From an optimization exercise on the open Yosys and OpenROAD flow, aimed at small area and a short achievable clock period; shortcuts taken in it are not production practice.

==> flow/design.v <==
package bbox_pkg;
    typedef logic signed [24-1:0] coord_t;
    typedef enum logic [3:0] {
        MSAA_1X  = 4'b1000,   
        MSAA_4X  = 4'b0100,   
        MSAA_16X = 4'b0010,   
        MSAA_64X = 4'b0001    
    } msaa_mode_e;
endpackage
module bbox_extent (
    input  logic [3*24-1:0] i_vert,      
    input  logic [24-1:0]           i_screen,
    input  logic [24-1:0]           i_mask,
    output logic [2:0]                        o_lo_sel,    
    output logic [3:0]                        o_hi_sel,    
    output logic                              o_ok         
);
    localparam int SF = 24;
    logic signed [SF-1:0] v0, v1, v2, f0, f1, f2, s;
    logic                 c01, c02, c12;      
    logic                 ge0, ge1, ge2;      
    logic                 pos0, pos1, pos2;   
    logic                 neg;
    logic [2:0]           lo, hi;
    assign v0 = i_vert[0*SF +: SF];
    assign v1 = i_vert[1*SF +: SF];
    assign v2 = i_vert[2*SF +: SF];
    assign f0 = v0 & i_mask;
    assign f1 = v1 & i_mask;
    assign f2 = v2 & i_mask;
    assign s  = i_screen;
    bbox_lt u_c01 (.i_a(v1), .i_b(v0), .o_lt(c01));
    bbox_lt u_c02 (.i_a(v2), .i_b(v0), .o_lt(c02));
    bbox_lt u_c12 (.i_a(v2), .i_b(v1), .o_lt(c12));
    assign lo[0] = !c01 && !c02;
    assign lo[1] =  c01 && !c12;
    assign lo[2] =  c02 &&  c12;
    assign hi[0] =  c01 &&  c02;
    assign hi[1] = !c01 &&  c12;
    assign hi[2] = !c02 && !c12;
    logic lt0, lt1, lt2;
    bbox_lt u_l0 (.i_a(f0), .i_b(s), .o_lt(lt0));
    bbox_lt u_l1 (.i_a(f1), .i_b(s), .o_lt(lt1));
    bbox_lt u_l2 (.i_a(f2), .i_b(s), .o_lt(lt2));
    assign ge0 = !lt0;
    assign ge1 = !lt1;
    assign ge2 = !lt2;
    assign pos0 = !v0[SF-1] && |f0[SF-2:0];
    assign pos1 = !v1[SF-1] && |f1[SF-2:0];
    assign pos2 = !v2[SF-1] && |f2[SF-2:0];
    assign neg = v0[SF-1] || v1[SF-1] || v2[SF-1];
    assign o_lo_sel = neg ? 3'b000 : lo;
    assign o_hi_sel = (ge0 || ge1 || ge2) ? 4'b1000 : {1'b0, hi};
    assign o_ok = !(ge0 && ge1 && ge2)
               && !s[SF-1] && |s[SF-2:0]
               && (pos0 || pos1 || pos2);
endmodule
module bbox_lt (
    input  logic [24-1:0] i_a,
    input  logic [24-1:0] i_b,
    output logic                    o_lt       
);
    localparam int SF = 24;
    localparam int LV = 5;                  
    localparam int NP = 1 << LV;
    logic [NP-1:0] lt [LV+1];
    logic [NP-1:0] gt [LV+1];
    always_comb begin
        for (int l = 0; l <= LV; l++) begin
            lt[l] = '0;
            gt[l] = '0;
        end
        for (int i = 0; i < SF; i++) begin
            if (i == SF - 1) begin
                lt[0][i] = i_a[i] & ~i_b[i];
                gt[0][i] = ~i_a[i] & i_b[i];
            end else begin
                lt[0][i] = ~i_a[i] & i_b[i];
                gt[0][i] = i_a[i] & ~i_b[i];
            end
        end
        for (int l = 1; l <= LV; l++) begin
            for (int i = 0; i < (NP >> l); i++) begin
                lt[l][i] = lt[l-1][2*i+1] | (~gt[l-1][2*i+1] & lt[l-1][2*i]);
                gt[l][i] = gt[l-1][2*i+1] | (~lt[l-1][2*i+1] & gt[l-1][2*i]);
            end
        end
    end
    assign o_lt = lt[LV][0];
endmodule
module bbox_grid_clip (
    input  logic [3*24-1:0] i_vert,
    input  logic [24-1:0]           i_screen,
    input  logic [24-1:0]           i_mask,
    input  logic [2:0]                        i_lo_sel,
    input  logic [3:0]                        i_hi_sel,
    output logic [24-1:0]           o_lo,
    output logic [24-1:0]           o_hi
);
    localparam int SF = 24;
    always_comb begin
        o_lo = '0;
        o_hi = i_screen & {SF{i_hi_sel[3]}};
        for (int v = 0; v < 3; v++) begin
            o_lo |= i_vert[v*SF +: SF] & i_mask & {SF{i_lo_sel[v]}};
            o_hi |= i_vert[v*SF +: SF] & i_mask & {SF{i_hi_sel[v]}};
        end
    end
endmodule
module bbox_pipe #(
    parameter int WIDTH = 1,
    parameter bit RESET = 1'b0
) (
    input  logic             clk,
    input  logic             i_rst,
    input  logic             i_halt,          
    input  logic [WIDTH-1:0] i_data,
    output logic [WIDTH-1:0] o_data
);
    if (RESET) begin : g_rst
        always_ff @(posedge clk) begin
            if (i_rst)        o_data <= '0;
            else if (!i_halt) o_data <= i_data;
        end
    end else begin : g_norst
        always_ff @(posedge clk) begin
            if (!i_halt) o_data <= i_data;
        end
    end
endmodule
module bbox (
    input  logic                              clk,
    input  logic                              i_rst,
    input  logic [3*24-1:0] i_vert_x,    
    input  logic [3*24-1:0] i_vert_y,
    input  logic                              i_valid,
    input  logic [24-1:0]           i_screen_w,
    input  logic [24-1:0]           i_screen_h,
    input  logic [3:0]                        i_msaa,        
    input  logic                              i_halt,
    output logic [3*24-1:0] o_vert_x,
    output logic [3*24-1:0] o_vert_y,
    output logic [24-1:0]           o_ll_x,
    output logic [24-1:0]           o_ll_y,
    output logic [24-1:0]           o_ur_x,
    output logic [24-1:0]           o_ur_y,
    output logic                              o_valid
);
    localparam int NV = 3;
    localparam int SF = 24;
    localparam int RX = 10;
    localparam int VW = NV * SF;
    logic [2:0]    keep_in;
    always_comb begin
        case (i_msaa)
            bbox_pkg::MSAA_4X:  keep_in = 3'b100;
            bbox_pkg::MSAA_16X: keep_in = 3'b110;
            bbox_pkg::MSAA_64X: keep_in = 3'b111;
            default:            keep_in = 3'b000;
        endcase
    end
    logic [VW-1:0] s1_vx, s1_vy;
    logic [SF-1:0] s1_sw, s1_sh;
    logic [2:0]    s1_keep;
    logic          s1_valid;
    bbox_pipe #(.WIDTH(2*VW + 2*SF + 3)) u_s1 (
        .clk(clk), .i_rst(i_rst), .i_halt(i_halt),
        .i_data({i_vert_x, i_vert_y, i_screen_w, i_screen_h, keep_in}),
        .o_data({s1_vx, s1_vy, s1_sw, s1_sh, s1_keep})
    );
    bbox_pipe #(.WIDTH(1), .RESET(1'b1)) u_s1v (
        .clk(clk), .i_rst(i_rst), .i_halt(i_halt), .i_data(i_valid), .o_data(s1_valid)
    );
    logic [SF-1:0] s1_mask;
    assign s1_mask = {{(SF-RX){1'b1}}, s1_keep, {(RX-3){1'b0}}};
    logic [2:0] lsel_x, lsel_y;
    logic [3:0] hsel_x, hsel_y;
    logic       ok_x, ok_y;
    bbox_extent u_ext_x (
        .i_vert(s1_vx), .i_screen(s1_sw), .i_mask(s1_mask),
        .o_lo_sel(lsel_x), .o_hi_sel(hsel_x), .o_ok(ok_x)
    );
    bbox_extent u_ext_y (
        .i_vert(s1_vy), .i_screen(s1_sh), .i_mask(s1_mask),
        .o_lo_sel(lsel_y), .o_hi_sel(hsel_y), .o_ok(ok_y)
    );
    logic [VW-1:0] s2_vx, s2_vy;
    logic [SF-1:0] s2_sw, s2_sh;
    logic [2:0]    s2_keep;
    logic [2:0]    s2_lsel_x, s2_lsel_y;
    logic [3:0]    s2_hsel_x, s2_hsel_y;
    logic          s2_valid;
    bbox_pipe #(.WIDTH(2*VW + 2*SF + 3 + 14)) u_s2 (
        .clk(clk), .i_rst(i_rst), .i_halt(i_halt),
        .i_data({s1_vx, s1_vy, s1_sw, s1_sh, s1_keep, lsel_x, lsel_y, hsel_x, hsel_y}),
        .o_data({s2_vx, s2_vy, s2_sw, s2_sh, s2_keep, s2_lsel_x, s2_lsel_y, s2_hsel_x, s2_hsel_y})
    );
    bbox_pipe #(.WIDTH(1), .RESET(1'b1)) u_s2v (
        .clk(clk), .i_rst(i_rst), .i_halt(i_halt),
        .i_data(s1_valid && ok_x && ok_y), .o_data(s2_valid)
    );
    logic [SF-1:0] s2_mask;
    assign s2_mask = {{(SF-RX){1'b1}}, s2_keep, {(RX-3){1'b0}}};
    logic [SF-1:0] ll_x, ll_y, ur_x, ur_y;
    bbox_grid_clip u_clip_x (
        .i_vert(s2_vx), .i_screen(s2_sw), .i_mask(s2_mask),
        .i_lo_sel(s2_lsel_x), .i_hi_sel(s2_hsel_x), .o_lo(ll_x), .o_hi(ur_x)
    );
    bbox_grid_clip u_clip_y (
        .i_vert(s2_vy), .i_screen(s2_sh), .i_mask(s2_mask),
        .i_lo_sel(s2_lsel_y), .i_hi_sel(s2_hsel_y), .o_lo(ll_y), .o_hi(ur_y)
    );
    logic [SF-RX+1:0] s3_ll_x, s3_ll_y;
    bbox_pipe #(.WIDTH(2*VW + 2*SF + 2*(SF-RX+2))) u_s3 (
        .clk(clk), .i_rst(i_rst), .i_halt(i_halt),
        .i_data({s2_vx, s2_vy, ur_x, ur_y, ll_x[SF-2:RX-3], ll_y[SF-2:RX-3]}),
        .o_data({o_vert_x, o_vert_y, o_ur_x, o_ur_y, s3_ll_x, s3_ll_y})
    );
    bbox_pipe #(.WIDTH(1), .RESET(1'b1)) u_s3v (
        .clk(clk), .i_rst(i_rst), .i_halt(i_halt), .i_data(s2_valid), .o_data(o_valid)
    );
    assign o_ll_x = {1'b0, s3_ll_x, {(RX-3){1'b0}}};
    assign o_ll_y = {1'b0, s3_ll_y, {(RX-3){1'b0}}};
endmodule
clock: 8.0 ns
lec_check: 0
cap_margin: 20
core_margin: 2
core_utilization: 65
setup_slack_margin: 5
slew_margin: 20
standard.sh (not shown) runs the stock make flow with config.mk's settings and CLKGATE_MAP_FILE= SYNTH_SCRIPT=/design/flow/synth_recipe.tcl, a recipe that flattens the netlist after the stock synthesis.
==> flow/flow/run.sh <==
#!/bin/bash
# Standard ORFS layout, with single-strength port buffers instead of the
# default delay-buffer cell, and timing repair aimed past the 5 ns margin cap
set -euo pipefail
export BUFFER_PORTS_ARGS="-buffer_cell sky130_fd_sc_hd__buf_1"
bash standard.sh SETUP_SLACK_MARGIN=5.6 finish > flow_orfs.log 2>&1
The starting point finished clean.
Change:
==> flow/flow/run.sh (replaced) <==
#!/bin/bash
# Standard ORFS layout, with single-strength port buffers instead of the
# default delay-buffer cell; everything else as the standard.sh
set -euo pipefail
export BUFFER_PORTS_ARGS="-buffer_cell sky130_fd_sc_hd__buf_1"
bash standard.sh finish > flow_orfs.log 2>&1
Settings changed: CORE_UTILIZATION 65 to 70, GPL_TIMING_DRIVEN set to 1.
Result: Register-to-register slack stays flat; first-iteration DRC count falls by 4.3%; via count shrinks by 1.7%; maximum frequency went up by 0.42%.
No run of this note included a check of the RTL's function; only the layout flow was run.

==> port drivers added, routing unchanged <==
The results above use ideal ports. As a check the final layouts listed here were re-extracted and re-timed, cells and wires unchanged.
Step 1 assumes that a clkbuf_16 drives the clock port and a buf_2 every other input.
Step 2, shift: input delay + t, output delay - t, t = (earliest + latest rising clock arrival at the registers) / 2. This alone moves slack from input paths to output paths.
Slacks: no drivers / after step 1 / after step 2; pairs: no drivers / after step 1.
run | t (ns) | setup slack, ns | worst setup path after step 2 | latest minus earliest clock arrival (ns) | pins driven straight from the clock port
the first run | 0.679 | 4.898 / 4.898 / 4.898 | register to register | 0.043 / 0.042 | 1
the second run | 0.661 | 4.910 / 4.910 / 4.573 | input to register | 0.024 / 0.025 | 1
After both steps every run listed still meets setup and hold. For the second run, which loses most, drivers alone change the setup slack by 0.000 ns; drivers and shift together by -0.337 ns.
